Context: an optimization exercise on an open-source flow, tuned for small area and a short achievable clock period. The choices shown serve that exercise and are no tape-out recipe.
In this exercise RTL edits were held to simulation tests only and were not proved equivalent to the original.
Power is estimated from default activity; no workload was simulated.

==> design/flow/design.v <==
`timescale 1ns/100ps
`default_nettype none
package rx_q_cfg_pkg;
    localparam int FLOW_CNT = 4;
    localparam int FLOW_ID_W = 2;
    localparam int RING_DEPTH = 8;
    localparam int RING_IDX_W = 3;
    localparam int ENTRY_W = 32;
endpackage
`default_nettype wire
`timescale 1ns/100ps
`default_nettype none
module flow_ring (
     input  logic                           clk
    ,input  logic                           reset
    ,input  logic                           push
    ,input  logic [rx_q_cfg_pkg::ENTRY_W-1:0]   push_data
    ,output logic                           full
    ,input  logic                           pop
    ,output logic [rx_q_cfg_pkg::ENTRY_W-1:0]   head_data
    ,output logic                           empty
);
    localparam int RING_DEPTH = rx_q_cfg_pkg::RING_DEPTH;
    localparam int RING_IDX_W = rx_q_cfg_pkg::RING_IDX_W;
    localparam int ENTRY_W    = rx_q_cfg_pkg::ENTRY_W;
    logic [ENTRY_W-1:0]     entries [RING_DEPTH];
    localparam int JC_W       = RING_DEPTH / 2;
    logic [RING_DEPTH-1:0]  head_oh;
    logic [JC_W-1:0]        tail_jc;
    logic [RING_DEPTH-1:0]  tail_oh;
    logic                   full_reg;
    logic                   empty_reg;
    logic [RING_DEPTH-1:0]  head_oh_nxt;
    logic [RING_DEPTH-1:0]  tail_oh_nxt;
    assign head_oh_nxt = {head_oh[RING_DEPTH-2:0], head_oh[RING_DEPTH-1]};
    assign tail_oh_nxt = {tail_oh[RING_DEPTH-2:0], tail_oh[RING_DEPTH-1]};
    for (genvar k = 0; k < JC_W; k++) begin : g_tail_dec
        if (k == 0) begin : g_first
            assign tail_oh[k]        = ~tail_jc[JC_W-1] & ~tail_jc[0];
            assign tail_oh[k + JC_W] =  tail_jc[JC_W-1] &  tail_jc[0];
        end
        else begin : g_rest
            assign tail_oh[k]        =  tail_jc[k-1] & ~tail_jc[k];
            assign tail_oh[k + JC_W] = ~tail_jc[k-1] &  tail_jc[k];
        end
    end
    assign full  = full_reg;
    assign empty = empty_reg;
    always_ff @(posedge clk) begin
        if (reset) begin
            head_oh   <= RING_DEPTH'(1);
            tail_jc   <= '0;
            full_reg  <= 1'b0;
            empty_reg <= 1'b1;
        end
        else begin
            if (push) begin
                tail_jc <= {tail_jc[JC_W-2:0], ~tail_jc[JC_W-1]};
            end
            if (pop) begin
                head_oh <= head_oh_nxt;
            end
            if (pop) begin
                full_reg <= 1'b0;
            end
            else if (push) begin
                full_reg <= |(tail_oh_nxt & head_oh);
            end
            if (push) begin
                empty_reg <= 1'b0;
            end
            else if (pop) begin
                empty_reg <= |(head_oh_nxt & tail_oh);
            end
        end
    end
    always_ff @(posedge clk) begin
        for (int e = 0; e < RING_DEPTH; e++) begin
            if (!full_reg && tail_oh[e]) begin
                entries[e] <= push_data;
            end
        end
    end
    always_comb begin
        head_data = '0;
        for (int e = 0; e < RING_DEPTH; e++) begin
            head_data = head_data
                      | (entries[e] & {ENTRY_W{!empty_reg && head_oh[e]}});
        end
    end
endmodule
`default_nettype wire
`timescale 1ns/100ps
`default_nettype none
module enqueue_steer (
     input  logic                                   enq_req_val
    ,input  logic [rx_q_cfg_pkg::FLOW_ID_W-1:0]         enq_req_flowid
    ,input  logic [rx_q_cfg_pkg::ENTRY_W-1:0]           enq_req_data
    ,output logic                                   enq_req_rdy
    ,input  logic [rx_q_cfg_pkg::FLOW_CNT-1:0]      full_vec
    ,output logic [rx_q_cfg_pkg::FLOW_CNT-1:0]      push_vec
    ,output logic [rx_q_cfg_pkg::ENTRY_W-1:0]           push_data
);
    localparam int FLOW_CNT   = rx_q_cfg_pkg::FLOW_CNT;
    localparam int FLOW_ID_W  = rx_q_cfg_pkg::FLOW_ID_W;
    assign push_data = enq_req_data;
    for (genvar i = 0; i < FLOW_CNT; i++) begin : g_ring
        assign push_vec[i] = enq_req_val && !full_vec[i]
                             && (enq_req_flowid == FLOW_ID_W'(i));
    end
    assign enq_req_rdy = ~full_vec[enq_req_flowid];
endmodule
`default_nettype wire
`timescale 1ns/100ps
`default_nettype none
module read_resp_stage (
     input  logic                                   clk
    ,input  logic                                   reset
    ,input  logic                                   rd_req_val
    ,input  logic [rx_q_cfg_pkg::FLOW_ID_W-1:0]         rd_req_flowid
    ,output logic                                   rd_req_rdy
    ,output logic                                   rd_resp_val
    ,output logic                                   rd_resp_is_empty
    ,output logic [rx_q_cfg_pkg::ENTRY_W-1:0]           rd_resp_entry
    ,input  logic                                   rd_resp_rdy
    ,input  logic [rx_q_cfg_pkg::FLOW_CNT-1:0]      empty_vec
    ,input  logic [rx_q_cfg_pkg::FLOW_CNT*rx_q_cfg_pkg::ENTRY_W-1:0] head_data_vec
    ,output logic [rx_q_cfg_pkg::FLOW_CNT-1:0]      pop_vec
);
    localparam int FLOW_CNT   = rx_q_cfg_pkg::FLOW_CNT;
    localparam int FLOW_ID_W  = rx_q_cfg_pkg::FLOW_ID_W;
    localparam int ENTRY_W    = rx_q_cfg_pkg::ENTRY_W;
    logic                   req_xfer;
    logic                   sel_empty;
    logic [ENTRY_W-1:0]     sel_data;
    logic                   resp_val_reg;
    logic                   resp_is_empty_reg;
    logic [ENTRY_W-1:0]     resp_entry_reg;
    for (genvar i = 0; i < FLOW_CNT; i++) begin : g_ring
        assign pop_vec[i] = req_xfer && (rd_req_flowid == FLOW_ID_W'(i))
                            && !empty_vec[i];
    end
    assign rd_req_rdy = ~resp_val_reg | rd_resp_rdy;
    assign req_xfer   = rd_req_val & rd_req_rdy;
    assign sel_empty = empty_vec[rd_req_flowid];
    always_comb begin
        sel_data = '0;
        for (int i = 0; i < FLOW_CNT; i++) begin
            sel_data = sel_data
                     | (head_data_vec[i*ENTRY_W +: ENTRY_W]
                        & {ENTRY_W{rd_req_flowid == FLOW_ID_W'(i)}});
        end
    end
    always_ff @(posedge clk) begin
        if (reset) begin
            resp_val_reg <= 1'b0;
        end
        else if (req_xfer) begin
            resp_val_reg <= 1'b1;
        end
        else if (rd_resp_rdy) begin
            resp_val_reg <= 1'b0;
        end
    end
    always_ff @(posedge clk) begin
        if (rd_req_rdy) begin
            resp_is_empty_reg <= sel_empty;
            resp_entry_reg    <= sel_data;
        end
    end
    assign rd_resp_val      = resp_val_reg;
    assign rd_resp_is_empty = resp_is_empty_reg;
    assign rd_resp_entry    = resp_entry_reg;
endmodule
`default_nettype wire
`timescale 1ns/100ps
`default_nettype none
module rx_payload_q (
     input  logic                           clk
    ,input  logic                           reset
    ,input  logic                           enq_req_val
    ,input  logic [rx_q_cfg_pkg::FLOW_ID_W-1:0] enq_req_flowid
    ,input  logic [rx_q_cfg_pkg::ENTRY_W-1:0]   enq_req_data
    ,output logic                           enq_req_rdy
    ,input  logic                           rd_req_val
    ,input  logic [rx_q_cfg_pkg::FLOW_ID_W-1:0] rd_req_flowid
    ,output logic                           rd_req_rdy
    ,output logic                           rd_resp_val
    ,output logic                           rd_resp_is_empty
    ,output logic [rx_q_cfg_pkg::ENTRY_W-1:0]   rd_resp_entry
    ,input  logic                           rd_resp_rdy
);
    localparam int FLOW_CNT   = rx_q_cfg_pkg::FLOW_CNT;
    localparam int ENTRY_W    = rx_q_cfg_pkg::ENTRY_W;
    logic [FLOW_CNT-1:0]            push_vec;
    logic [ENTRY_W-1:0]             push_data;
    logic [FLOW_CNT-1:0]            full_vec;
    logic [FLOW_CNT-1:0]            pop_vec;
    logic [FLOW_CNT-1:0]            empty_vec;
    logic [FLOW_CNT*ENTRY_W-1:0]    head_data_vec;
    enqueue_steer u_enqueue_steer (
         .enq_req_val       (enq_req_val        )
        ,.enq_req_flowid    (enq_req_flowid     )
        ,.enq_req_data      (enq_req_data       )
        ,.enq_req_rdy       (enq_req_rdy        )
        ,.full_vec          (full_vec           )
        ,.push_vec          (push_vec           )
        ,.push_data         (push_data          )
    );
    for (genvar i = 0; i < FLOW_CNT; i++) begin : g_flow
        flow_ring u_flow_ring (
             .clk           (clk                )
            ,.reset         (reset              )
            ,.push          (push_vec[i]        )
            ,.push_data     (push_data          )
            ,.full          (full_vec[i]        )
            ,.pop           (pop_vec[i]         )
            ,.head_data     (head_data_vec[i*ENTRY_W +: ENTRY_W])
            ,.empty         (empty_vec[i]       )
        );
    end
    read_resp_stage u_read_resp_stage (
         .clk               (clk                )
        ,.reset             (reset              )
        ,.rd_req_val        (rd_req_val         )
        ,.rd_req_flowid     (rd_req_flowid      )
        ,.rd_req_rdy        (rd_req_rdy         )
        ,.rd_resp_val       (rd_resp_val        )
        ,.rd_resp_is_empty  (rd_resp_is_empty   )
        ,.rd_resp_entry     (rd_resp_entry      )
        ,.rd_resp_rdy       (rd_resp_rdy        )
        ,.empty_vec         (empty_vec          )
        ,.head_data_vec     (head_data_vec      )
        ,.pop_vec           (pop_vec            )
    );
endmodule
`default_nettype wire
==> design/flow/flow/run.sh <==
#!/bin/bash
# The standard layout (standard.sh) with these changes to how it is made:
#  - synthesis maps logic with flow/abc_map.script, an area-recovering ABC
#    script, in place of ORFS's abc_speed.script, and keeps ABC off the cells
#    listed in flow/abc_dont_use.txt (the mux cells and the AND-OR/OR-AND
#    cells with a buffered output, which are slow on the port-to-port
#    enq_req_rdy path). Everything else in
#    the synthesis (synth_recipe.tcl, dfflibmap, flatten, renames) is
#    unchanged, so the registers are the standard synthesis's.
#  - port buffers use a plain buffer cell instead of the delay buffer that
#    buffer_ports picks on its own.
#  - flow/io.tcl (IO_CONSTRAINTS) keeps the control ports side by side, so the
#    port-to-port paths do not cross the die.
# Each make run's full output goes to a log file in the work folder; ORFS's
# per-step logs stay under orfs/logs.
set -euo pipefail
work=$(pwd)
rm -rf "$work/orfs_scripts"
cp -r "$FLOW_HOME/scripts" "$work/orfs_scripts"
cp "$work/flow/abc_map.script" "$work/orfs_scripts/abc_speed.script"
python3 "$work/flow/patch_preamble.py" "$work/orfs_scripts/synth_preamble.tcl"
export ABC_EXTRA_DONT_USE="$(tr '\n' ' ' < "$work/flow/abc_dont_use.txt")"
export BUFFER_PORTS_ARGS="-buffer_cell sky130_fd_sc_hd__buf_2"
export IO_CONSTRAINTS="$(pwd)/flow/io.tcl"
bash standard.sh SCRIPTS_DIR="$work/orfs_scripts" synth > flow_synth.log 2>&1
bash standard.sh SCRIPTS_DIR="$work/orfs_scripts" finish > flow_make.log 2>&1
==> design/flow/flow/abc_dont_use.txt <==
sky130_fd_sc_hd__mux4_1
sky130_fd_sc_hd__mux4_2
sky130_fd_sc_hd__mux4_4
sky130_fd_sc_hd__mux2_1
sky130_fd_sc_hd__mux2_2
sky130_fd_sc_hd__mux2_4
sky130_fd_sc_hd__mux2_8
sky130_fd_sc_hd__mux2i_1
sky130_fd_sc_hd__mux2i_2
sky130_fd_sc_hd__mux2i_4
sky130_fd_sc_hd__a2111o_1
sky130_fd_sc_hd__a2111o_2
sky130_fd_sc_hd__a2111o_4
sky130_fd_sc_hd__a211o_1
sky130_fd_sc_hd__a211o_2
sky130_fd_sc_hd__a211o_4
sky130_fd_sc_hd__a21bo_1
sky130_fd_sc_hd__a21bo_2
sky130_fd_sc_hd__a21bo_4
sky130_fd_sc_hd__a21o_1
sky130_fd_sc_hd__a21o_2
sky130_fd_sc_hd__a21o_4
sky130_fd_sc_hd__a221o_1
sky130_fd_sc_hd__a221o_2
sky130_fd_sc_hd__a221o_4
sky130_fd_sc_hd__a22o_1
sky130_fd_sc_hd__a22o_2
sky130_fd_sc_hd__a22o_4
sky130_fd_sc_hd__a2bb2o_1
sky130_fd_sc_hd__a2bb2o_2
sky130_fd_sc_hd__a2bb2o_4
sky130_fd_sc_hd__a311o_1
sky130_fd_sc_hd__a311o_2
sky130_fd_sc_hd__a311o_4
sky130_fd_sc_hd__a31o_1
sky130_fd_sc_hd__a31o_2
sky130_fd_sc_hd__a31o_4
sky130_fd_sc_hd__a32o_1
sky130_fd_sc_hd__a32o_2
sky130_fd_sc_hd__a32o_4
sky130_fd_sc_hd__a41o_1
sky130_fd_sc_hd__a41o_2
sky130_fd_sc_hd__a41o_4
sky130_fd_sc_hd__o2111a_1
sky130_fd_sc_hd__o2111a_2
sky130_fd_sc_hd__o2111a_4
sky130_fd_sc_hd__o211a_1
sky130_fd_sc_hd__o211a_2
sky130_fd_sc_hd__o211a_4
sky130_fd_sc_hd__o21a_1
sky130_fd_sc_hd__o21a_2
sky130_fd_sc_hd__o21a_4
sky130_fd_sc_hd__o21ba_1
sky130_fd_sc_hd__o21ba_2
sky130_fd_sc_hd__o21ba_4
sky130_fd_sc_hd__o221a_1
sky130_fd_sc_hd__o221a_2
sky130_fd_sc_hd__o221a_4
sky130_fd_sc_hd__o22a_1
sky130_fd_sc_hd__o22a_2
sky130_fd_sc_hd__o22a_4
sky130_fd_sc_hd__o2bb2a_1
sky130_fd_sc_hd__o2bb2a_2
sky130_fd_sc_hd__o2bb2a_4
sky130_fd_sc_hd__o311a_1
sky130_fd_sc_hd__o311a_2
sky130_fd_sc_hd__o311a_4
sky130_fd_sc_hd__o31a_1
sky130_fd_sc_hd__o31a_2
sky130_fd_sc_hd__o31a_4
sky130_fd_sc_hd__o32a_1
sky130_fd_sc_hd__o32a_2
sky130_fd_sc_hd__o32a_4
sky130_fd_sc_hd__o41a_1
sky130_fd_sc_hd__o41a_2
sky130_fd_sc_hd__o41a_4
==> design/flow/flow/abc_map.script <==
&get -n
&st
&syn2
&dch
&nf -R 1000 -p
&put
==> design/flow/flow/io.tcl <==
# Keep the control ports, whose port-to-port paths (enq_req_flowid to
# enq_req_rdy, rd_resp_rdy to rd_req_rdy) set the clock period, side by side
# on the die's edge instead of wherever the pin placer scatters them.
set_io_pin_constraint -group -order -pin_names {
  enq_req_val enq_req_flowid[1] enq_req_flowid[0] enq_req_rdy
  rd_req_rdy rd_resp_rdy rd_resp_val rd_req_val rd_req_flowid[1] rd_req_flowid[0]
}
==> design/flow/flow/patch_preamble.py <==
import sys
p = sys.argv[1]
s = open(p).read()
anchor = "# Technology mapping for cells\nset abc_args [list -script $abc_script"
assert anchor in s
s = s.replace(anchor, "# Cells the flow keeps ABC from mapping to (its own flow's choice)\nforeach cell [env_var_or_empty ABC_EXTRA_DONT_USE] {\n  lappend lib_dont_use_args -dont_use $cell\n}\n\n" + anchor)
open(p, 'w').write(s)
==> design/flow/standard.sh <==
#!/bin/bash
# synth_recipe.tcl (not shown) runs the flow's synth.tcl, then flattens the netlist and writes it again
# the make line also repeats each setting of config.mk as NAME=value (left out here)
make -C /OpenROAD-flow-scripts/flow DESIGN_CONFIG=/design/flow/config.mk WORK_HOME=/design/flow/orfs CLKGATE_MAP_FILE= SYNTH_SCRIPT=/design/flow/synth_recipe.tcl "${@:-finish}"
==> design/flow/config.mk <==
export PLATFORM = sky130hd
export DESIGN_NAME = rx_payload_q
export DESIGN_NICKNAME = rx_payload_q
export VERILOG_FILES = /design/flow/design.v
export SDC_FILE = /design/flow/constraint.sdc
export NUM_CORES = 4
export LEC_CHECK = 0
export CAP_MARGIN = 20
export CORE_MARGIN = 2
export CORE_UTILIZATION = 60
export CTS_BUF_LIST = sky130_fd_sc_hd__clkbuf_16
export CTS_CLUSTER_DIAMETER = 100
export CTS_CLUSTER_SIZE = 30
export SETUP_SLACK_MARGIN = 2.8
export SLEW_MARGIN = 20
==> design/flow/constraint.sdc <==
create_clock -name core_clock -period 5.0 [get_ports {clk}]
set_input_delay 1.0000 -clock core_clock [delete_from_list [all_inputs] [get_ports {clk}]]
set_output_delay 1.0000 -clock core_clock [all_outputs]
set_load 0.01 [all_outputs]
==> results of run 1 <==
==> timing repair <==
action | CTS | global route
gates resized for setup | 111 | 21
endpoints found under the hold margin | 0 | 0
buffers inserted | 49 | 20
cloned | 3 | 5
endpoints found under the setup margin | 114 | 50
pin swaps | 30 | 27
==> through the flow <==
stage | power, W | utilization, % | cell area (um^2) | instances | hold WS, ns
final | 0.01601 | 68.21 | 44050 | 3159 | 0.5717
after global routing | 0.01642 | 68.21 | 44050 | 3159 | 0.5877
after CTS | 0.01601 | 67.60 | 43660 | 3133 | 0.5703
after detailed placement | 0.01183 | 64.28 | 41510 | 3020 | 0.5565
after global placement | 0.01180 | 64.28 | 41510 | 3020 | 0.5322
after floorplan | 0.01131 | - | 39450 | 2022 | 0.5060
==> path summary, 6_finish.rpt <==
| path | start | end | slack (ns) | depth (start not counted) |
|---|---|---|---|---|
| setup / recovery | enq_req_flowid[0] | enq_req_rdy | 2.50 | 5 |
| setup reg to reg | g_flow[0].u_flow_ring.head_oh[3] | u_read_resp_stage.resp_entry_reg[22] | 2.69 | 4 |
| hold / removal | g_flow[2].u_flow_ring.head_oh[0] | g_flow[2].u_flow_ring.head_oh[1] | 0.57 | 2 |
| hold reg to reg | g_flow[2].u_flow_ring.head_oh[0] | g_flow[2].u_flow_ring.head_oh[1] | 0.57 | 2 |
==> cells in the final DEF, fill, tap and decap left out, types with 41 or more instances in the layout <==
cell type / n
sky130_fd_sc_hd__a31oi_1: 76
sky130_fd_sc_hd__a222oi_1: 215
sky130_fd_sc_hd__edfxtp_1: 1057
sky130_fd_sc_hd__nor2_1: 93
sky130_fd_sc_hd__nor3_1: 41
sky130_fd_sc_hd__buf_4: 104
sky130_fd_sc_hd__a22oi_1: 167
sky130_fd_sc_hd__clkbuf_16: 49
sky130_fd_sc_hd__buf_2: 68
sky130_fd_sc_hd__nand2_1: 72
==> power by group <==
| part | internal (W) | total [W] | switching (W) |
|---|---|---|---|
| clock network | 0.00163 | 0.00433 | 0.00270 |
| logic | 0.000243 | 0.000902 | 0.000659 |
| registers | 0.0106 | 0.0108 | 0.000151 |
==> metal layers <==
metal  share of wire (%)  vias to the layer above
met5               0.050                        -
met4                 2.3                       10
met3                  11                      138
met2                  49                     1464
met1                  38                    11890
li1                    -                     9468
==> cells by family (layout without fill, tap and decap cells) <==
| kind of cell | count (synthesis) | count (layout) |
|---|---|---|
| buffers and inverters | 7 | 288 |
| flip-flops | 1114 | 1114 |
| AO/OA/AOI/OAI | 577 | 577 |
| AND/OR/NAND/NOR | 324 | 325 |
==> critical path, cell delays in order <==
cell and delay, ns:
sky130_fd_sc_hd__buf_8 0.12, sky130_fd_sc_hd__nand2b_4 0.13, sky130_fd_sc_hd__nand3_2 0.06, sky130_fd_sc_hd__o21ai_2 0.05, sky130_fd_sc_hd__buf_2 0.14
==> final cells by class <==
type | instances | share of cell area [%]
clock inverter | 17 | 0.2329
multi-input combinational | 902 | 15.49
timing repair buffer | 220 | 4.417
sequential | 1114 | 74.85
tap | 855 | 2.428
inverter | 7 | 0.08805
clock buffer | 44 | 2.499
==> metrics.log, run 1 <==
[metrics] final WL: 112600 um
[metrics] xor and xnor area share after synthesis: 0%
[metrics] number of inserted filler cells in the final layout: 4203
[metrics] worst-case clock skew: 0.02435 ns
[metrics] Main synth FF type: sky130_fd_sc_hd__edfxtp_1
[metrics] class of the tightest hold or removal check: flip-flop to flip-flop
[metrics] initial antenna violation count: 10
[metrics] Static Leakage: 13.97 nW
[metrics] Storage cell area: 32970 um^2
[metrics] most frequent cells after synthesis: sky130_fd_sc_hd__edfxtp_1, sky130_fd_sc_hd__a222oi_1, sky130_fd_sc_hd__a22oi_1, sky130_fd_sc_hd__nor2_1, sky130_fd_sc_hd__a31oi_1
[metrics] number of nets in the final layout: 2329
[metrics] total congestion overflow after global routing: 0
[metrics] largest net degree at the start of global routing: 58
[metrics] share of async-settable or async-resettable flops after synthesis: 0%
[metrics] EDFF count, synth: 1057
[metrics] Area Growth Syn to Fin: 12.37%
[metrics] Top Ports: 77
[metrics] number of buffers created by CTS: 43
[metrics] max FFs per register: 1024
[metrics] startpoint types: input port
[metrics] count leader, synth: sky130_fd_sc_hd__edfxtp_1
[metrics] vertical die dimension: 259.6 um
[metrics] # diodes: 0
[metrics] shortest period the worst path allows: 2.502 ns
[metrics] compound-cell area share of the yosys netlist: 12.07%
[metrics] 1st-iter DRT viols: 3873
[metrics] global-route wire length before repair: 156900 um
[metrics] slew of the pin with the lowest slew margin: 1.122 ns
[metrics] global-route total usage across every layer: 33.01%
[metrics] area fraction of the dominant cell type after synthesis: 80.97%
[metrics] layer with the highest usage: met2
[metrics] CTS tree: built
[metrics] unrepaired setup endpoints after global routing: true
[metrics] distinct cell type count of the synthesized netlist: 35
[metrics] number of vias per cell after detailed routing: 7.272
[metrics] clock edge transition at the registers on the reported setup and hold paths: 0.11 ns
[metrics] run status: timing/DRC/antenna clean
[metrics] H-Tree Level Count: 2
[metrics] largest voltage drop on the vdd net: 0.4233 mV
[metrics] YS warnings: 3
[metrics] maximum fanout count along the critical path: 8
[metrics] share of synthesized area spent on multiplexers: 0%
[metrics] kind of capture point of the worst setup path: output port
[metrics] worst-case clock buffer depth: 3
[metrics] global routing met1 resource utilization: 48.31%
[metrics] worst path setup slack after routing: 2.498 ns
[metrics] synthesized area divided by synthesized cell count: 19.39 um^2
[metrics] total of max-cap violations: 0
[metrics] via count: 22970
[metrics] ratio of total power to cell area: 363.5 nW/um^2
[metrics] library cell with the largest summed area after synthesis: sky130_fd_sc_hd__edfxtp_1
[metrics] f_max: 0.3997 GHz
[metrics] routability cong.: 0.8534
[metrics] number of routed nets with antenna violations: 0
[metrics] number of iterations in the first detailed-routing pass: 9
[metrics] HPWL after detailed placement: 61720 um
[metrics] Skew-Pair Late Insertion Delay: 0.65 ns
[metrics] number of standard cells after synthesis: 2022
[metrics] adder-cell share of the synthesized area: 0%
[metrics] Root Buffer: sky130_fd_sc_hd__clkbuf_16
[metrics] pins over their slew limit: 0
[metrics] synthesized flop and latch total: 1114
[metrics] register area share after synthesis: 83.88%
[metrics] Max-Slew Margin vs Limit: 25.18%
[metrics] CP Class: input port to output port
[metrics] die width: 259.6 um
[metrics] average wire length per cell after detail routing: 35.66 um
[metrics] netlist area before placement: 39200 um^2
[metrics] area used by multi-input combinational logic: 6823 um^2
[metrics] Die Footprint: 67400 um^2
[metrics] Data arrival, critical path: 1.50 ns
[metrics] nets in the synthesized netlist: 2063
[metrics] hold_buf cts: 0
[metrics] post-placement worst setup slack: 1.952 ns
[metrics] layout cells sized above 1: 16.06%
[metrics] post-synthesis simple-gate area fraction: 3.990%
[metrics] worst endpoint required time: 4.00 ns
[metrics] dominant combinational cell family by area after synthesis: compound AO/OA/AOI/OAI gates
[metrics] count of unresolved DRC violations after routing: 0
[metrics] share of the clock period used by the worst path: 50.03%
[metrics] number of global-route vias before repair: 21440
[metrics] core area: 64580 um^2
[metrics] met2 Track Usage GR: 53.69%
[metrics] M3 GR Usage: 4.220%
[metrics] largest cells by area after synthesis: sky130_fd_sc_hd__edfxtp_1, sky130_fd_sc_hd__a222oi_1, sky130_fd_sc_hd__a22oi_1
[metrics] buffers added on ports: 76
[metrics] final hold violations: 0
[metrics] Clock Sinks: 1114
[metrics] starting density of the core: 60.70%
[metrics] Setup TNS: 0 ns
[metrics] setup violators final: 0
[metrics] placement row count: 93
==> run 2, diff against run 1 <==
--- a/design/flow/config.mk
+++ b/design/flow/config.mk
@@ -7,9 +7,9 @@
 export LEC_CHECK = 0
 export CAP_MARGIN = 20
 export CORE_MARGIN = 2
-export CORE_UTILIZATION = 60
+export CORE_UTILIZATION = 70
 export CTS_BUF_LIST = sky130_fd_sc_hd__clkbuf_16
 export CTS_CLUSTER_DIAMETER = 100
 export CTS_CLUSTER_SIZE = 30
-export SETUP_SLACK_MARGIN = 2.8
+export SETUP_SLACK_MARGIN = 2.4
 export SLEW_MARGIN = 20
==> run 2 against run 1 <==
Still clean on timing, DRC and antenna. First-iteration DRC count fell by 2.9%. Count of clock-buffer cells in the layout did not move. Synthesized cell count did not move. Non-clock buffer count fell by 77. Power fell by 0.97%. Worst hold slack got worse by 0.016 ns. Die area fell by 14%. Sequential cell count did not move. Clock power fell by 2%. Core utilization rose by 9.0 points. Setup slack got worse by 0.092 ns. Cell area fell by 3.2%. Critical endpoint unchanged. Highest routed layer unchanged.
==> metrics.log, run 2 <==
[metrics] number of buffers created by CTS: 43 (unchanged)
[metrics] proportion of power drawn by combinational gates: 5.2% (-0.4 points)
[metrics] register area share after synthesis: 83.88% (unchanged)
[metrics] setup violators final: 0 (unchanged)
[metrics] worst path setup slack after routing: 2.406 ns (-0.09237 ns)
[metrics] starting density of the core: 71.02% (+10 points)
[metrics] Clock Sinks: 1114 (unchanged)
[metrics] via count: 22220 (-3.3%)
[metrics] maximum fanout count along the critical path: 8 (unchanged)
[metrics] final hold violations: 0 (unchanged)
[metrics] Hold Crit Start: g_flow[0].u_flow_ring.tail_jc[2]
[metrics] worst endpoint required time: 4.00 ns (about the same)
[metrics] CP Class: input port to output port
[metrics] layout cells sized above 1: 10.86% (-5.2 points)
[metrics] worst-case clock skew: 0.02322 ns (-0.001126 ns)
[metrics] number of nets in the final layout: 2252 (-3.3%)
[metrics] die width: 240.7 um (-7.3%)
[metrics] count leader, synth: sky130_fd_sc_hd__edfxtp_1
[metrics] global-route wire length before repair: 142700 um (-9.0%)
[metrics] total congestion overflow after global routing: 0 (unchanged)
[metrics] synthesized flop and latch total: 1114 (unchanged)
[metrics] Skew-Pair Late Insertion Delay: 0.64 ns (about the same)
[metrics] worst reg-to-reg setup slack: 2.45 ns (-0.24 ns)
[metrics] post-placement worst setup slack: 1.650 ns (-0.3020 ns)
[metrics] Internal Power: 0.01248 W (-0.23%)
[metrics] H-Tree Level Count: 2 (unchanged)
[metrics] Top Ports: 77 (unchanged)
[metrics] Setup TNS: 0 ns (unchanged)
[metrics] global-route total usage across every layer: 34.81% (+1.8 points)
[metrics] startpoint types: input port
[metrics] Die Footprint: 57910 um^2 (-14%)
[metrics] largest cells by area after synthesis: sky130_fd_sc_hd__edfxtp_1, sky130_fd_sc_hd__a222oi_1, sky130_fd_sc_hd__a22oi_1
[metrics] placement row count: 86 (-7.5%)
[metrics] clock edge transition at the registers on the reported setup and hold paths: 0.10 ns (about the same)
[metrics] class of the tightest hold or removal check: flip-flop to flip-flop
[metrics] kind of capture point of the worst setup path: output port
[metrics] EDFF count, synth: 1057 (unchanged)
[metrics] fraction of power consumed by sequential logic: 68.1% (+0.8 points)
[metrics] HPWL after detailed placement: 60220 um (-2.4%)
[metrics] post-route standard cell area excluding fillers: 42640 um^2 (-3.2%)
[metrics] library cell with the largest summed area after synthesis: sky130_fd_sc_hd__edfxtp_1
[metrics] critical path, cell by cell: buf_4 > nand2b_1 > nand3_1 > o21ai_1 > buf_2
[metrics] run status: timing/DRC/antenna clean
[metrics] final WL: 99760 um (-11%)
[metrics] cell area reported after detailed placement: 41290 um^2 (-0.55%)
[metrics] routability cong.: 0.9045 (+6.0%)
[metrics] slowest stage delay, CP: 0.15 ns (about the same)
[metrics] number of iterations in the first detailed-routing pass: 9 (unchanged)
[metrics] share of the core filled with cells: 77.25% (+9.0 points)
[metrics] CTS tree: built
[metrics] shortest period the worst path allows: 2.594 ns (+0.09237 ns)
[metrics] netlist area before placement: 39200 um^2 (unchanged)
[metrics] Static Leakage: 13.39 nW (-4.2%)
[metrics] total net switching power: 0.003380 W (-3.6%)
[metrics] f_max: 0.3855 GHz (-3.6%)
[metrics] unrepaired setup endpoints after global routing: true
[metrics] Clk pwr share: 26.8% (-0.2 points)
[metrics] core area: 55200 um^2 (-15%)
[metrics] count of cells along the worst register-to-register path: 4 (unchanged)
[metrics] switch share: 21.32% (-0.58 points)
[metrics] largest voltage drop on the vdd net: 0.3678 mV (-13%)
[metrics] Main synth FF type: sky130_fd_sc_hd__edfxtp_1
[metrics] Area Growth Syn to Fin: 8.774%
[metrics] number of inserted filler cells in the final layout: 3009 (-28%)
[metrics] average wire length per cell after detail routing: 33.51 um (-6.0%)
[metrics] total of max-cap violations: 0 (unchanged)
[metrics] YS warnings: 3 (unchanged)
[metrics] number of vias per cell after detailed routing: 7.464 (+2.6%)
[metrics] non-filler instance count after layout: 2977 (-5.8%)
[metrics] worst-case clock buffer depth: 3 (unchanged)
[metrics] share of async-settable or async-resettable flops after synthesis: 0% (unchanged)
[metrics] pins over their slew limit: 0 (unchanged)
[metrics] Root Buffer: sky130_fd_sc_hd__clkbuf_16
[metrics] buffers added on ports: 76 (unchanged)
[metrics] nets in the synthesized netlist: 2063 (unchanged)
[metrics] initial antenna violation count: 5 (-5)
[metrics] commonest non-fill, non-tap cell in the layout: sky130_fd_sc_hd__edfxtp_1
[metrics] Data arrival, critical path: 1.59 ns (+0.09 ns)
[metrics] endpoint of the worst hold-timing path: g_flow[0].u_flow_ring.tail_jc[2]
[metrics] Max-Slew Margin vs Limit: 25.38% (+0.20 points)
[metrics] most frequent cells after synthesis: sky130_fd_sc_hd__edfxtp_1, sky130_fd_sc_hd__a222oi_1, sky130_fd_sc_hd__a22oi_1, sky130_fd_sc_hd__nor2_1, sky130_fd_sc_hd__a31oi_1
[metrics] count of unresolved DRC violations after routing: 0 (unchanged)
[metrics] area fraction of the dominant cell type after synthesis: 80.97% (unchanged)
[metrics] largest net degree at the start of global routing: 58 (unchanged)
[metrics] commonest non-fill, non-tap cells in the layout: sky130_fd_sc_hd__edfxtp_1, sky130_fd_sc_hd__a222oi_1, sky130_fd_sc_hd__a22oi_1
[metrics] distinct cell type count of the synthesized netlist: 35 (unchanged)
[metrics] number of routed nets with antenna violations: 0 (unchanged)
[metrics] worst flop-to-flop path endpoint: u_read_resp_stage.resp_entry_reg[6]
[metrics] launch point of the worst reg-to-reg path: g_flow[0].u_flow_ring.head_oh[2]
[metrics] placed cell count: 2908 (-3.7%)
[metrics] share of the clock period used by the worst path: 51.88% (+1.8 points)
[metrics] slew of the pin with the lowest slew margin: 1.118 ns (-0.004473 ns)
[metrics] vertical die dimension: 240.7 um (-7.3%)
[metrics] worst hold path cell count: 2 (unchanged)
[metrics] ratio of total power to cell area: 371.8 nW/um^2 (+2.3%)
[metrics] crit path max-delay cell type: sky130_fd_sc_hd__buf_4
[metrics] 1st-iter DRT viols: 3759 (-2.9%)
[metrics] synthesized area divided by synthesized cell count: 19.39 um^2 (unchanged)
[metrics] number of global-route vias before repair: 20790 (-3.0%)
[metrics] max FFs per register: 1024 (unchanged)
[metrics] number of standard cells after synthesis: 2022 (unchanged)
## run 2: changes by cell type in the layout (fill, tap and decap cells not counted), sizes merged
cell,change
clkbuf,-5
inv,+1
buf,-70
clkinv,-1
clkinvlp,+1
diode,+1
bufbuf,-2
## run 2: through the flow
step                total power [W]  hold WS [ns]
CTS                         0.01584        0.5585
global placement            0.01176        0.5356
floorplan                   0.01130        0.4998
global route                0.01621        0.5890
finish                      0.01586        0.5560
detailed placement          0.01180        0.5424
## run 2: cell type report
cell class	instances	area [um^2]	area share (%)
Sequential cell	1114	32900	77.16
Multi-Input combinational cell	902	6576	15.42
Clock buffer	44	1101	2.582
Timing Repair Buffer	143	983.4	2.306
Tap cell	748	935.9	2.195
Clock inverter	18	108.9	0.2553
Inverter	7	30.03	0.07042
Antenna cell	1	2.502	0.005868
## run 2: how the worst max path moves through the flow
stage / cells after the start / to / from
3_5_place_dp: 5 / u_read_resp_stage.resp_entry_reg[8] / rd_req_flowid[1]
3_3_place_gp: 5 / u_read_resp_stage.resp_entry_reg[24] / rd_req_flowid[1]
5_1_grt: 5 / enq_req_rdy / enq_req_flowid[0]
2_1_floorplan: 1 / g_flow[2].u_flow_ring.entries[3][0] / g_flow[2].u_flow_ring.tail_jc[2]
6_report: 5 / enq_req_rdy / enq_req_flowid[0]
4_1_cts: 4 / enq_req_rdy / g_flow[0].u_flow_ring.full_reg
## run 2: critical path, delay by kind of cell
kind,cells,cell delay [ns]
buffers and inverters,2,0.29
AND/OR/NAND/NOR,2,0.25
AO/OA/AOI/OAI,1,0.06
## run 2: per-layer routing
metal / wire [um] / global-route usage, % / vias up / share of wire [%]
met4: 6013 / 18.29 / 6 / 6.0
met5: 44 / 0 / - / 0.044
met3: 9279 / 3.843 / 217 / 9.3
met2: 49050 / 55.93 / 1523 / 49
li1: - / - / 9297 / -
met1: 35370 / 48.34 / 11180 / 35
## run 2: cells by family after synthesis
kind of cell | synth area share (%)
compound gates | 12.07
buf+inv | 0.06704
simple gates | 3.990
flops | 83.88
## run 2: timing repair
| action | 4_1_cts | 5_1_grt |
|---|---|---|
| cloned | 1 | 0 |
| gates resized for setup | 13 | 12 |
| pin swaps | 1 | 1 |
| setup buffers | 1 | 1 |
| setup endpoints to repair | 16 | 4 |
| hold buffers | 0 | 0 |
## run 2: power groups by stage
| stage | logic, W | registers [W] | clock network, W |
|---|---|---|---|
| after CTS | 0.000810 | 0.0108 | 0.00425 |
| after detailed placement | 0.000805 | 0.0110 | 0 |
| after floorplan | 0.000326 | 0.0110 | 0 |
| after global placement | 0.000781 | 0.0110 | 0 |
| final | 0.000823 | 0.0108 | 0.00424 |
| after global routing | 0.000865 | 0.0108 | 0.00452 |
==> run 3, diff against run 2 <==
--- a/design/flow/config.mk
+++ b/design/flow/config.mk
@@ -7,9 +7,9 @@
 export LEC_CHECK = 0
 export CAP_MARGIN = 20
 export CORE_MARGIN = 2
-export CORE_UTILIZATION = 70
+export CORE_UTILIZATION = 80
 export CTS_BUF_LIST = sky130_fd_sc_hd__clkbuf_16
 export CTS_CLUSTER_DIAMETER = 100
 export CTS_CLUSTER_SIZE = 30
-export SETUP_SLACK_MARGIN = 2.4
+export SETUP_SLACK_MARGIN = 2.7
 export SLEW_MARGIN = 20
==> run 3 against run 2 <==
Still clean. Clock skew rose by 0.0047 ns. Core utilization rose by 11 points. Area after synthesis did not move. Combinational power barely moved. Cell count fell by 3.9%. Global-route usage rose by 5.8 points. Sequential power barely moved. Fmax rose by 3.6%. Register-to-register slack improved by 0.24 ns. Wire length rose by 2.1%. Critical endpoint unchanged. Largest power group unchanged.
==> metrics.log, run 3 <==
[metrics] CP Class: input port to output port
[metrics] total length of routed met2 wires: 49560 um (+1.0%)
[metrics] worst-case clock skew: 0.02789 ns (+0.004667 ns)
[metrics] top layer in use: met5
[metrics] core area: 48650 um^2 (-12%)
[metrics] number of iterations in the first detailed-routing pass: 9 (unchanged)
[metrics] buffers added on ports: 76 (unchanged)
[metrics] register area share after synthesis: 83.88% (unchanged)
[metrics] Die Footprint: 50790 um^2 (-12%)
[metrics] global-route total usage across every layer: 40.60% (+5.8 points)
[metrics] initial antenna violation count: 9 (+4)
[metrics] commonest non-fill, non-tap cell in the layout: sky130_fd_sc_hd__edfxtp_1
[metrics] HPWL after detailed placement: 55830 um (-7.3%)
[metrics] commonest non-fill, non-tap cells in the layout: sky130_fd_sc_hd__edfxtp_1, sky130_fd_sc_hd__a222oi_1, sky130_fd_sc_hd__a22oi_1
[metrics] Area Growth Syn to Fin: 9.170%
[metrics] placement row count: 81 (-5.8%)
[metrics] largest cells by area after synthesis: sky130_fd_sc_hd__edfxtp_1, sky130_fd_sc_hd__a222oi_1, sky130_fd_sc_hd__a22oi_1
[metrics] share of the core filled with cells: 87.98% (+11 points)
[metrics] CTS tree: built
[metrics] largest voltage drop on the vdd net: 0.4528 mV (+23%)
[metrics] f_max: 0.3994 GHz (+3.6%)
[metrics] non-filler instance count after layout: 2860 (-3.9%)
[metrics] final hold violations: 0 (unchanged)
[metrics] number of vias per cell after detailed routing: 8.200 (+9.9%)
[metrics] number of nets in the final layout: 2261 (+0.40%)
[metrics] Max-Slew Margin vs Limit: 26.87% (+1.5 points)
[metrics] share of the clock period used by the worst path: 50.07% (-1.8 points)
[metrics] library cell with the largest summed area after synthesis: sky130_fd_sc_hd__edfxtp_1
[metrics] distinct cell type count of the synthesized netlist: 35 (unchanged)
[metrics] slew of the pin with the lowest slew margin: 1.097 ns (-0.02085 ns)
[metrics] Clock Sinks: 1114 (unchanged)
[metrics] shortest period the worst path allows: 2.504 ns (-0.09043 ns)
[metrics] number of global-route vias before repair: 22190 (+6.7%)
[metrics] via count: 23450 (+5.5%)
[metrics] kind of capture point of the worst setup path: output port
[metrics] post-placement worst setup slack: 2.134 ns (+0.4837 ns)
[metrics] most frequent cells after synthesis: sky130_fd_sc_hd__edfxtp_1, sky130_fd_sc_hd__a222oi_1, sky130_fd_sc_hd__a22oi_1, sky130_fd_sc_hd__nor2_1, sky130_fd_sc_hd__a31oi_1
[metrics] worst path setup slack after routing: 2.496 ns (+0.09043 ns)
[metrics] area fraction of the dominant cell type after synthesis: 80.97% (unchanged)
[metrics] Skew-Pair Late Insertion Delay: 0.63 ns (about the same)
[metrics] placed cell count: 2779 (-4.4%)
[metrics] launch point of the worst reg-to-reg path: g_flow[0].u_flow_ring.head_oh[3]
[metrics] number of inserted filler cells in the final layout: 1797 (-40%)
[metrics] ratio of total power to cell area: 370.4 nW/um^2 (-0.39%)
[metrics] unrepaired setup endpoints after global routing: true
[metrics] pins over their slew limit: 0 (unchanged)
[metrics] largest net degree at the start of global routing: 58 (unchanged)
[metrics] total congestion overflow after global routing: 0 (unchanged)
[metrics] run status: timing/DRC/antenna clean
[metrics] Storage cell area: 32920 um^2 (about the same)
[metrics] die width: 225.4 um (-6.4%)
[metrics] worst hold path cell count: 2 (unchanged)
[metrics] average wire length per cell after detail routing: 35.60 um (+6.3%)
[metrics] area used by multi-input combinational logic: 6711 um^2 (+2.1%)
[metrics] final WL: 101800 um (+2.1%)
[metrics] netlist area before placement: 39200 um^2 (unchanged)
[metrics] maximum fanout count along the critical path: 7 (-1)
[metrics] routability cong.: 0.9059 (+0.15%)
[metrics] setup violators final: 0 (unchanged)
[metrics] total of max-cap violations: 0 (unchanged)
[metrics] count leader, synth: sky130_fd_sc_hd__edfxtp_1
[metrics] count of unresolved DRC violations after routing: 0 (unchanged)
[metrics] class of the tightest hold or removal check: flip-flop to flip-flop
[metrics] 1st-iter DRT viols: 5413 (+44%)
[metrics] startpoint types: input port
[metrics] worst flop-to-flop path endpoint: u_read_resp_stage.resp_entry_reg[24]
[metrics] layout cells sized above 1: 12.29% (+1.4 points)
[metrics] worst reg-to-reg setup slack: 2.69 ns (+0.24 ns)
[metrics] synthesized flop and latch total: 1114 (unchanged)
[metrics] EDFF count, synth: 1057 (unchanged)
[metrics] starting density of the core: 80.59% (+9.6 points)
[metrics] Met3 Wirelength: 14460 um (+56%)
[metrics] global-route wire length before repair: 147300 um (+3.2%)
[metrics] Root Buffer: sky130_fd_sc_hd__clkbuf_16
[metrics] endpoint of the worst hold-timing path: g_flow[0].u_flow_ring.tail_jc[2]
[metrics] nets in the synthesized netlist: 2063 (unchanged)
[metrics] count of cells along the worst register-to-register path: 4 (unchanged)
[metrics] Hold Crit Start: g_flow[0].u_flow_ring.tail_jc[2]
[metrics] Main synth FF type: sky130_fd_sc_hd__edfxtp_1
[metrics] worst-case clock buffer depth: 3 (unchanged)
[metrics] number of buffers created by CTS: 43 (unchanged)
[metrics] Static Leakage: 13.49 nW (+0.75%)
[metrics] YS warnings: 3 (unchanged)
[metrics] Data arrival, critical path: 1.50 ns (-0.09 ns)
[metrics] max FFs per register: 1024 (unchanged)
[metrics] synthesized area divided by synthesized cell count: 19.39 um^2 (unchanged)
[metrics] H-Tree Level Count: 2 (unchanged)
[metrics] Top Ports: 77 (unchanged)
[metrics] Setup TNS: 0 ns (unchanged)
[metrics] vertical die dimension: 225.4 um (-6.4%)
[metrics] worst endpoint required time: 4.00 ns (about the same)
[metrics] number of standard cells after synthesis: 2022 (unchanged)
[metrics] number of routed nets with antenna violations: 0 (unchanged)
[metrics] clock edge transition at the registers on the reported setup and hold paths: 0.11 ns (about the same)
[metrics] routed length on met1: 32570 um (-7.9%)
[metrics] post-route standard cell area excluding fillers: 42800 um^2 (+0.36%)
[metrics] share of async-settable or async-resettable flops after synthesis: 0% (unchanged)
[metrics] cell area reported after detailed placement: 41130 um^2 (-0.38%)
run 3: cell counts after synthesis:
Identical to the previous run, type by type.
run 3: metrics by stage:
step	power [W]	hold slack, ns
2_1_floorplan	0.01131	0.5060
3_3_place_gp	0.01170	0.5288
3_5_place_dp	0.01176	0.5404
4_1_cts	0.01576	0.5618
5_1_grt	0.01615	0.5813
6_report	0.01585	0.5683
run 3: report_power, final:
part           switching (W)  internal, W
combinational       0.000609     0.000215
clock                0.00259      0.00163
sequential          0.000167       0.0106
run 3: worst max path at each step:
stage	startpoint	endpoint	slack (ns)	cells after the start
after floorplan	g_flow[2].u_flow_ring.tail_jc[2]	g_flow[2].u_flow_ring.entries[3][0]	1.63	1
after global placement	rd_resp_rdy	g_flow[1].u_flow_ring.empty_reg	2.11	7
after detailed placement	rd_resp_rdy	g_flow[1].u_flow_ring.empty_reg	2.13	7
after CTS	enq_req_flowid[0]	enq_req_rdy	2.51	5
after global routing	enq_req_flowid[0]	enq_req_rdy	2.48	5
final	enq_req_flowid[0]	enq_req_rdy	2.50	5
run 3: layer usage:
metal	up-vias	track usage, %
li1	9317	-
met1	11410	58.10
met2	2373	64.82
met3	342	6.297
met4	10	16.62
met5	-	0
run 3: worst max-delay path, cell delays in order:
cell	delay, ns
sky130_fd_sc_hd__buf_12	0.11
sky130_fd_sc_hd__nand2b_4	0.13
sky130_fd_sc_hd__nand3_2	0.06
sky130_fd_sc_hd__o21ai_1	0.06
sky130_fd_sc_hd__buf_2	0.14
run 3: cell families after synthesis:
group | after synthesis | synth area share [%]
compound gates | 577 | 12.07
buf+inv | 7 | 0.06704
flops | 1114 | 83.88
simple gates | 324 | 3.990
run 3: repair_timing:
item,CTS,global route
pin swaps,1,17
gates cloned,2,1
setup buffers,6,7
gates resized for setup,41,36
setup endpoints to repair,55,24
hold buffers,0,0
run 3: cell type report:
type                    count  area share [%]
inverters                   7         0.07309
diodes                      1        0.005847
multi-input cells         903           15.68
clock inverters            18          0.2602
clock buffers              44           2.573
flip-flops and latches   1114           76.92
well taps                 622           1.818
repair buffers            151           2.666
==> run 4, diff against run 3 <==
--- a/design/flow/design.v
+++ b/design/flow/design.v
@@ -163,7 +163,7 @@
         end
     end
     always_ff @(posedge clk) begin
-        if (rd_req_rdy) begin
+        if (req_xfer) begin
             resp_is_empty_reg <= sel_empty;
             resp_entry_reg    <= sel_data;
         end
==> run 4 against run 3 <==
Still clean on timing, DRC and antenna. Clock power grew 1%. Combinational power grew 7.4%. Critical path depth is the same. Core utilization grew 0.53 points. Synthesized cell count grew 3.6%. Sequential share of layout area shrank 0.60 points. Critical path type unchanged. Largest power group unchanged. Highest routed layer unchanged.
==> metrics.log, run 4 <==
[metrics] Data arrival, critical path: 1.50 ns (about the same)
[metrics] number of standard cells after synthesis: 2094 (+3.6%)
[metrics] Setup TNS: 0 ns (unchanged)
[metrics] synthesized area divided by synthesized cell count: 18.82 um^2 (-3.0%)
[metrics] placement row count: 81 (unchanged)
[metrics] most frequent cells after synthesis: sky130_fd_sc_hd__edfxtp_1, sky130_fd_sc_hd__a22oi_1, sky130_fd_sc_hd__a222oi_1, sky130_fd_sc_hd__nand2_1, sky130_fd_sc_hd__nor2_1
[metrics] final WL: 107000 um (+5.1%)
[metrics] layout cells sized above 1: 12.80% (+0.51 points)
[metrics] vertical die dimension: 225.9 um (+0.25%)
[metrics] post-placement worst setup slack: 2.022 ns (-0.1125 ns)
[metrics] buffers added on ports: 76 (unchanged)
[metrics] number of nets in the final layout: 2338 (+3.4%)
[metrics] count of unresolved DRC violations after routing: 0 (unchanged)
[metrics] Static Leakage: 13.47 nW (-0.13%)
[metrics] synthesized flop and latch total: 1114 (unchanged)
[metrics] Area Growth Syn to Fin: 9.502%
[metrics] average wire length per cell after detail routing: 35.94 um (+0.93%)
[metrics] setup violators final: 0 (unchanged)
[metrics] count leader, synth: sky130_fd_sc_hd__edfxtp_1
[metrics] share of async-settable or async-resettable flops after synthesis: 0% (unchanged)
[metrics] nets in the synthesized netlist: 2135 (+3.5%)
[metrics] total of max-cap violations: 0 (unchanged)
[metrics] largest net degree at the start of global routing: 58 (unchanged)
[metrics] pins over their slew limit: 0 (unchanged)
[metrics] number of iterations in the first detailed-routing pass: 9 (unchanged)
[metrics] hold_buf cts: 0 (unchanged)
[metrics] Clock Sinks: 1114 (unchanged)
[metrics] 1st-iter DRT viols: 4963 (-8.3%)
[metrics] kind of capture point of the worst setup path: output port
[metrics] clock edge transition at the registers on the reported setup and hold paths: 0.11 ns (about the same)
[metrics] library cell with the largest summed area after synthesis: sky130_fd_sc_hd__edfxtp_1
[metrics] netlist area before placement: 39400 um^2 (+0.50%)
[metrics] total congestion overflow after global routing: 0 (unchanged)
[metrics] worst endpoint required time: 4.00 ns (about the same)
[metrics] YS warnings: 3 (unchanged)
[metrics] H-Tree Level Count: 2 (unchanged)
[metrics] slew of the pin with the lowest slew margin: 1.130 ns (+0.03340 ns)
[metrics] number of vias per cell after detailed routing: 8.037 (-2.0%)
[metrics] maximum fanout count along the critical path: 6 (-1)
[metrics] Main synth FF type: sky130_fd_sc_hd__edfxtp_1
[metrics] number of global-route vias before repair: 22850 (+3.0%)
[metrics] global-route wire length before repair: 150300 um (+2.1%)
[metrics] worst-case clock skew: 0.03768 ns (+0.009792 ns)
[metrics] commonest non-fill, non-tap cells in the layout: sky130_fd_sc_hd__edfxtp_1, sky130_fd_sc_hd__a22oi_1, sky130_fd_sc_hd__a222oi_1
[metrics] initial antenna violation count: 10 (+1)
[metrics] share of the core filled with cells: 88.50% (+0.53 points)
[metrics] commonest non-fill, non-tap cell in the layout: sky130_fd_sc_hd__edfxtp_1
[metrics] unrepaired setup endpoints after global routing: true
[metrics] worst path setup slack after routing: 2.495 ns (-0.001070 ns)
[metrics] critical path, cell by cell: buf_12 > nand2b_4 > nand3_2 > o21ai_1 > buf_2
[metrics] shortest period the worst path allows: 2.505 ns (+0.001070 ns)
[metrics] HPWL after detailed placement: 57270 um (+2.6%)
[metrics] register area share after synthesis: 83.46% (-0.42 points)
[metrics] distinct cell type count of the synthesized netlist: 32 (-8.6%)
[metrics] class of the tightest hold or removal check: flip-flop to flip-flop
[metrics] f_max: 0.3992 GHz (about the same)
[metrics] number of buffers created by CTS: 43 (unchanged)
[metrics] number of routed nets with antenna violations: 0 (unchanged)
[metrics] routability cong.: 0.8621 (-4.8%)
[metrics] Die Footprint: 51040 um^2 (+0.49%)
[metrics] starting density of the core: 80.82% (+0.24 points)
[metrics] EDFF count, synth: 1057 (unchanged)
[metrics] Skew-Pair Late Insertion Delay: 0.63 ns (about the same)
[metrics] Max-Slew Margin vs Limit: 24.47% (-2.4 points)
[metrics] share of the clock period used by the worst path: 50.09% (about the same)
[metrics] largest cells by area after synthesis: sky130_fd_sc_hd__edfxtp_1, sky130_fd_sc_hd__a22oi_1, sky130_fd_sc_hd__a222oi_1
[metrics] crit path max-delay cell type: sky130_fd_sc_hd__nand2b_4
[metrics] via count: 23940 (+2.1%)
[metrics] startpoint types: input port
[metrics] global-route total usage across every layer: 41.98% (+1.4 points)
[metrics] run status: timing/DRC/antenna clean
[metrics] Root Buffer: sky130_fd_sc_hd__clkbuf_16
[metrics] Top Ports: 77 (unchanged)
[metrics] final hold violations: 0 (unchanged)
[metrics] CP Class: input port to output port
[metrics] slowest stage delay, CP: 0.13 ns (about the same)
[metrics] post-route total power: 0.01597 W (+0.76%)
[metrics] max FFs per register: 1024 (unchanged)
[metrics] area fraction of the dominant cell type after synthesis: 80.56% (-0.40 points)
[metrics] die width: 225.9 um (+0.25%)
[metrics] ratio of total power to cell area: 370.2 nW/um^2 (about the same)
[metrics] largest voltage drop on the vdd net: 0.4372 mV (-3.5%)
[metrics] post-route standard cell area excluding fillers: 43140 um^2 (+0.81%)
[metrics] core area: 48750 um^2 (+0.21%)
[metrics] worst-case clock buffer depth: 3 (unchanged)
[metrics] cell area reported after detailed placement: 41400 um^2 (+0.66%)
[metrics] CTS tree: built
run 4: worst max-delay path, delay by kind of cell:
family	cells	cell delay (ns)
buf+inv	2	0.24
simple gates	2	0.20
compound gates	1	0.06
run 4: report_power, final:
group	internal [W]	switching [W]	total (W)	leakage [nW]
Clock	0.00165	0.00263	0.00428	0.641
Combinational	0.000223	0.000663	0.000886	2.58
Sequential	0.0106	0.000170	0.0108	10.2
run 4: per-layer routing:
metal  GRT usage, %  wire [um]
met4          16.71       4627
met1          56.62      33170
met3          11.70      18410
met2          66.61      50790
met5              0         23
run 4: cell type report:
class,instances,area (um^2)
Antenna cell,2,5.005
Clock buffer,45,1126
Clock inverter,15,82.58
Fill cell,1828,5605
Inverter,13,63.81
Multi-Input combinational cell,967,6955
Sequential cell,1114,32930
Tap cell,664,830.8
Timing Repair Buffer,158,1154
run 4: what timing repair did:
item / in CTS / in global routing
resized for setup: 51 / 47
setup endpoints to repair: 45 / 54
cloned: 0 / 1
buffers inserted: 3 / 13
pin swaps: 3 / 18
run 4: path summary, 6_finish.rpt:
check | cells after the start | slack [ns] | from | endpoint
hold reg to reg | 2 | 0.53 | g_flow[2].u_flow_ring.head_oh[2] | g_flow[2].u_flow_ring.head_oh[3]
setup reg to reg | 6 | 2.71 | g_flow[0].u_flow_ring.head_oh[1] | u_read_resp_stage.resp_entry_reg[22]
hold / removal | 2 | 0.53 | g_flow[2].u_flow_ring.head_oh[2] | g_flow[2].u_flow_ring.head_oh[3]
setup / recovery | 5 | 2.50 | enq_req_flowid[0] | enq_req_rdy
run 4: cells by family after synthesis:
family / synth area share, %
AO/OA/AOI/OAI: 12.17
buffers and inverters: 0.1239
AND/OR/NAND/NOR: 4.252
flip-flops: 83.46
run 4: through the flow:
stage	std cells	hold WS, ns
3_3_place_gp	2897	0.4987
3_5_place_dp	2898	0.5034
5_1_grt	2978	0.5522
4_1_cts	2961	0.5201
2_1_floorplan	2094	0.5106
6_report	2978	0.5316
==> run 5, diff against run 4 <==
--- a/design/flow/config.mk
+++ b/design/flow/config.mk
@@ -10,6 +10,6 @@
 export CORE_UTILIZATION = 80
 export CTS_BUF_LIST = sky130_fd_sc_hd__clkbuf_16
 export CTS_CLUSTER_DIAMETER = 100
-export CTS_CLUSTER_SIZE = 30
-export SETUP_SLACK_MARGIN = 2.7
+export CTS_CLUSTER_SIZE = 32
+export SETUP_SLACK_MARGIN = 2.6
 export SLEW_MARGIN = 20
==> run 5 against run 4 <==
Sequential cell count unchanged. Core utilization down 0.66 points. Via count fell by 2.0%. Die area unchanged. Critical path type unchanged. Register-to-register slack worse by 0.10 ns. Non-clock buffer count increased by 1. Synthesized cell count is the same. Clock skew fell by 0.018 ns.
==> metrics.log, run 5 <==
[metrics] number of routed nets with antenna violations: 0 (unchanged)
[metrics] CTS tree: built
[metrics] Max-Slew Margin vs Limit: 22.38% (-2.1 points)
[metrics] die width: 225.9 um (unchanged)
[metrics] Top Ports: 77 (unchanged)
[metrics] global-route total usage across every layer: 40.26% (-1.7 points)
[metrics] initial antenna violation count: 4 (-6)
[metrics] compound-cell area share of the yosys netlist: 12.17% (unchanged)
[metrics] number of iterations in the first detailed-routing pass: 7 (-2)
[metrics] number of buffers created by CTS: 40 (-7.0%)
[metrics] YS warnings: 3 (unchanged)
[metrics] count of unresolved DRC violations after routing: 0 (unchanged)
[metrics] shortest period the worst path allows: 2.490 ns (-0.01512 ns)
[metrics] unrepaired setup endpoints after global routing: true
[metrics] commonest non-fill, non-tap cells in the layout: sky130_fd_sc_hd__edfxtp_1, sky130_fd_sc_hd__a22oi_1, sky130_fd_sc_hd__a222oi_1
[metrics] Clock Sinks: 1114 (unchanged)
[metrics] dominant combinational cell family by area after synthesis: compound AO/OA/AOI/OAI gates
[metrics] via count: 23450 (-2.0%)
[metrics] netlist area before placement: 39400 um^2 (unchanged)
[metrics] top layer in use: met5
[metrics] number of global-route vias before repair: 22560 (-1.3%)
[metrics] hold_buf cts: 0 (unchanged)
[metrics] routability cong.: 0.9018 (+4.6%)
[metrics] setup violators final: 0 (unchanged)
[metrics] commonest non-fill, non-tap cell in the layout: sky130_fd_sc_hd__edfxtp_1
[metrics] largest voltage drop on the vdd net: 0.3867 mV (-12%)
[metrics] total net switching power: 0.003291 W (-4.9%)
[metrics] class of the tightest hold or removal check: flip-flop to flip-flop
[metrics] Area Growth Syn to Fin: 8.679%
[metrics] layout cells sized above 1: 11.43% (-1.4 points)
[metrics] total congestion overflow after global routing: 0 (unchanged)
[metrics] critical path, cell by cell: buf_12 > nand2b_4 > nand3_2 > o21ai_1 > buf_2
[metrics] adder-cell share of the synthesized area: 0% (unchanged)
[metrics] cell area reported after detailed placement: 41400 um^2 (about the same)
[metrics] most frequent cells after synthesis: sky130_fd_sc_hd__edfxtp_1, sky130_fd_sc_hd__a22oi_1, sky130_fd_sc_hd__a222oi_1, sky130_fd_sc_hd__nand2_1, sky130_fd_sc_hd__nor2_1
[metrics] kind of capture point of the worst setup path: output port
[metrics] crit path max-delay cell type: sky130_fd_sc_hd__buf_2
[metrics] maximum fanout count along the critical path: 8 (+2)
[metrics] Internal Power: 0.01236 W (-1.2%)
[metrics] worst-case clock skew: 0.01939 ns (-0.01829 ns)
[metrics] EDFF count, synth: 1057 (unchanged)
[metrics] post-route total power: 0.01566 W (-2.0%)
[metrics] core area: 48750 um^2 (unchanged)
[metrics] Setup TNS: 0 ns (unchanged)
[metrics] HPWL after detailed placement: 56890 um (-0.66%)
[metrics] top cell family by delay on the critical path: buffers and inverters
[metrics] largest cells by area after synthesis: sky130_fd_sc_hd__edfxtp_1, sky130_fd_sc_hd__a22oi_1, sky130_fd_sc_hd__a222oi_1
[metrics] buffers added on ports: 76 (unchanged)
[metrics] pins over their slew limit: 0 (unchanged)
[metrics] synthesized flop and latch total: 1114 (unchanged)
[metrics] register area share after synthesis: 83.46% (unchanged)
[metrics] count leader, synth: sky130_fd_sc_hd__edfxtp_1
[metrics] area fraction of the dominant cell type after synthesis: 80.56% (unchanged)
[metrics] post-route standard cell area excluding fillers: 42820 um^2 (-0.75%)
[metrics] proportion of power drawn by combinational gates: 5.4% (about the same)
[metrics] share of async-settable or async-resettable flops after synthesis: 0% (unchanged)
[metrics] xor and xnor area share after synthesis: 0% (unchanged)
[metrics] synthesized area divided by synthesized cell count: 18.82 um^2 (unchanged)
[metrics] number of standard cells after synthesis: 2094 (unchanged)
[metrics] Clk pwr share: 25.6% (-1.2 points)
[metrics] fraction of power consumed by sequential logic: 69.0% (+1.4 points)
[metrics] average wire length per cell after detail routing: 33.82 um (-5.9%)
[metrics] slowest stage delay, CP: 0.14 ns (about the same)
[metrics] library cell with the largest summed area after synthesis: sky130_fd_sc_hd__edfxtp_1
[metrics] Data arrival, critical path: 1.49 ns (about the same)
[metrics] vertical die dimension: 225.9 um (unchanged)
[metrics] slew of the pin with the lowest slew margin: 1.164 ns (+0.03391 ns)
[metrics] ratio of total power to cell area: 365.6 nW/um^2 (-1.2%)
[metrics] worst-case clock buffer depth: 3 (unchanged)
[metrics] total length of routed met2 wires: 47400 um (-6.7%)
[metrics] share of the clock period used by the worst path: 49.79% (-0.30 points)
[metrics] Met3 Wirelength: 15490 um (-16%)
[metrics] Main synth FF type: sky130_fd_sc_hd__edfxtp_1
[metrics] max FFs per register: 1024 (unchanged)
[metrics] total of max-cap violations: 0 (unchanged)
[metrics] starting density of the core: 80.82% (unchanged)
[metrics] Root Buffer: sky130_fd_sc_hd__clkbuf_16
[metrics] number of nets in the final layout: 2336 (-0.086%)
[metrics] f_max: 0.4017 GHz (+0.61%)
[metrics] number of inserted filler cells in the final layout: 1905 (+4.2%)
[metrics] global-route wire length before repair: 145100 um (-3.4%)
[metrics] number of vias per cell after detailed routing: 7.875 (-2.0%)
[metrics] crit path buf inv count: 2 (unchanged)
[metrics] startpoint types: input port
[metrics] share of synthesized area spent on multiplexers: 0% (unchanged)
[metrics] final WL: 100700 um (-5.9%)
[metrics] routed length on met1: 32720 um (-1.3%)
[metrics] final hold violations: 0 (unchanged)
[metrics] post-synthesis simple-gate area fraction: 4.252% (unchanged)
[metrics] Static Leakage: 13.38 nW (-0.66%)
[metrics] Skew-Pair Late Insertion Delay: 0.63 ns (about the same)
[metrics] largest net degree at the start of global routing: 58 (unchanged)
[metrics] run status: timing/DRC/antenna clean
[metrics] H-Tree Level Count: 2 (unchanged)
[metrics] Die Footprint: 51040 um^2 (unchanged)
[metrics] placement row count: 81 (unchanged)
[metrics] nets in the synthesized netlist: 2135 (unchanged)
[metrics] clock edge transition at the registers on the reported setup and hold paths: 0.12 ns (about the same)
[metrics] distinct cell type count of the synthesized netlist: 32 (unchanged)
[metrics] CP Class: input port to output port
[metrics] worst endpoint required time: 4.00 ns (about the same)
[metrics] 1st-iter DRT viols: 4810 (-3.1%)
[metrics] switch share: 21.02% (-0.66 points)
[run 5: cell counts after synthesis]
Identical to the previous run, type by type.
[run 5: worst reg2reg max path: cells and delay by family, from the launching register on]
family | cells | cell delay, ns
DFF | 1 | 0.44
AOI/OAI and AO/OA | 3 | 0.92
buffers and inverters | 1 | 0.30
and+or+nand+nor | 2 | 0.51
[run 5: worst paths after layout]
kind | depth (start not counted) | endpoint | slack (ns) | startpoint
hold / removal | 2 | u_read_resp_stage.resp_val_reg | 0.52 | u_read_resp_stage.resp_val_reg
hold reg to reg | 2 | u_read_resp_stage.resp_val_reg | 0.52 | u_read_resp_stage.resp_val_reg
setup reg to reg | 6 | u_read_resp_stage.resp_entry_reg[15] | 2.61 | g_flow[0].u_flow_ring.head_oh[0]
setup / recovery | 5 | enq_req_rdy | 2.51 | enq_req_flowid[0]
[run 5: power groups by stage]
| stage | logic, W | registers (W) | clock network, W |
|---|---|---|---|
| final | 0.000843 | 0.0108 | 0.00401 |
| after detailed placement | 0.000787 | 0.0110 | 0 |
| after global placement | 0.000760 | 0.0110 | 0 |
| after global routing | 0.000885 | 0.0108 | 0.00425 |
| after CTS | 0.000801 | 0.0108 | 0.00397 |
| after floorplan | 0.000344 | 0.0110 | 0 |
[run 5: layout make-up]
cell class	instances	area, um^2	area share (%)
sequential	1114	32910	76.86
multi-input combinational	967	6797	15.87
timing repair buffer	159	1117	2.609
clock buffer	41	1026	2.396
tap	664	830.8	1.940
clock inverter	16	65.06	0.1519
inverter	13	63.81	0.1490
antenna	3	7.507	0.01753
[run 5: cells by family (layout without fill, tap and decap cells)]
family | after synthesis | after routing
DFF | 1114 | 1114
AOI/OAI and AO/OA | 614 | 614
and+or+nand+nor | 353 | 353
buffers and inverters | 13 | 229
other | 0 | 3
[run 5: metrics by stage]
| step | hold WS, ns | cells | utilization (%) | worst slack (ns) |
|---|---|---|---|---|
| 6_report | 0.5204 | 2977 | 87.84 | 2.510 |
| 5_1_grt | 0.5514 | 2975 | 87.83 | 2.496 |
| 4_1_cts | 0.5139 | 2959 | 87.32 | 2.505 |
| 3_5_place_dp | 0.5230 | 2900 | 84.93 | 1.923 |
| 3_3_place_gp | 0.5017 | 2899 | 84.89 | 1.797 |
| 2_1_floorplan | 0.5102 | 2094 | - | 1.610 |
[run 5: repair_timing]
item / CTS / global route
resized for setup: 23 / 15
setup buffers: 2 / 10
pin swaps: 1 / 2
setup endpoints to repair: 19 / 42
gates cloned: 0 / 0
[run 5: metal layers]
layer / vias to the layer above / GRT usage, %
met5: - / 0
met4: 4 / 18.67
met3: 305 / 9.329
met2: 2288 / 62.34
met1: 11380 / 56.14
li1: 9467 / -

[what the ideal ports hide]
No port has a modelled driver above. Below, the same layouts with a new extraction and two added sets of constraints.
Step 1 assumes that a clkbuf_16 drives the clock port and a buf_2 every other input.
Step 2 also shifts input and output timing later by t, the mid clock arrival at the registers, as if the neighbouring blocks saw the same clock.
Slacks: no drivers / after step 1 / after step 2; pairs: no drivers / after step 1.
| run | t, ns | setup WS [ns] | latest minus earliest clock arrival (ns) |
|---|---|---|---|
| run 1 | 0.697 | 2.498 / 2.444 / 2.196 | 0.030 / 0.029 |
| run 2 | 0.686 | 2.406 / 2.380 / 1.904 | 0.028 / 0.028 |
| run 3 | 0.676 | 2.496 / 2.437 / 2.138 | 0.035 / 0.035 |
| run 4 | 0.675 | 2.495 / 2.429 / 2.091 | 0.045 / 0.045 |
| run 5 | 0.678 | 2.510 / 2.458 / 1.998 | 0.022 / 0.023 |
After both steps setup and hold are still met in every run listed. The setup slack of run 5, which loses most, moves by -0.052 ns with the drivers and by -0.512 ns with both steps.
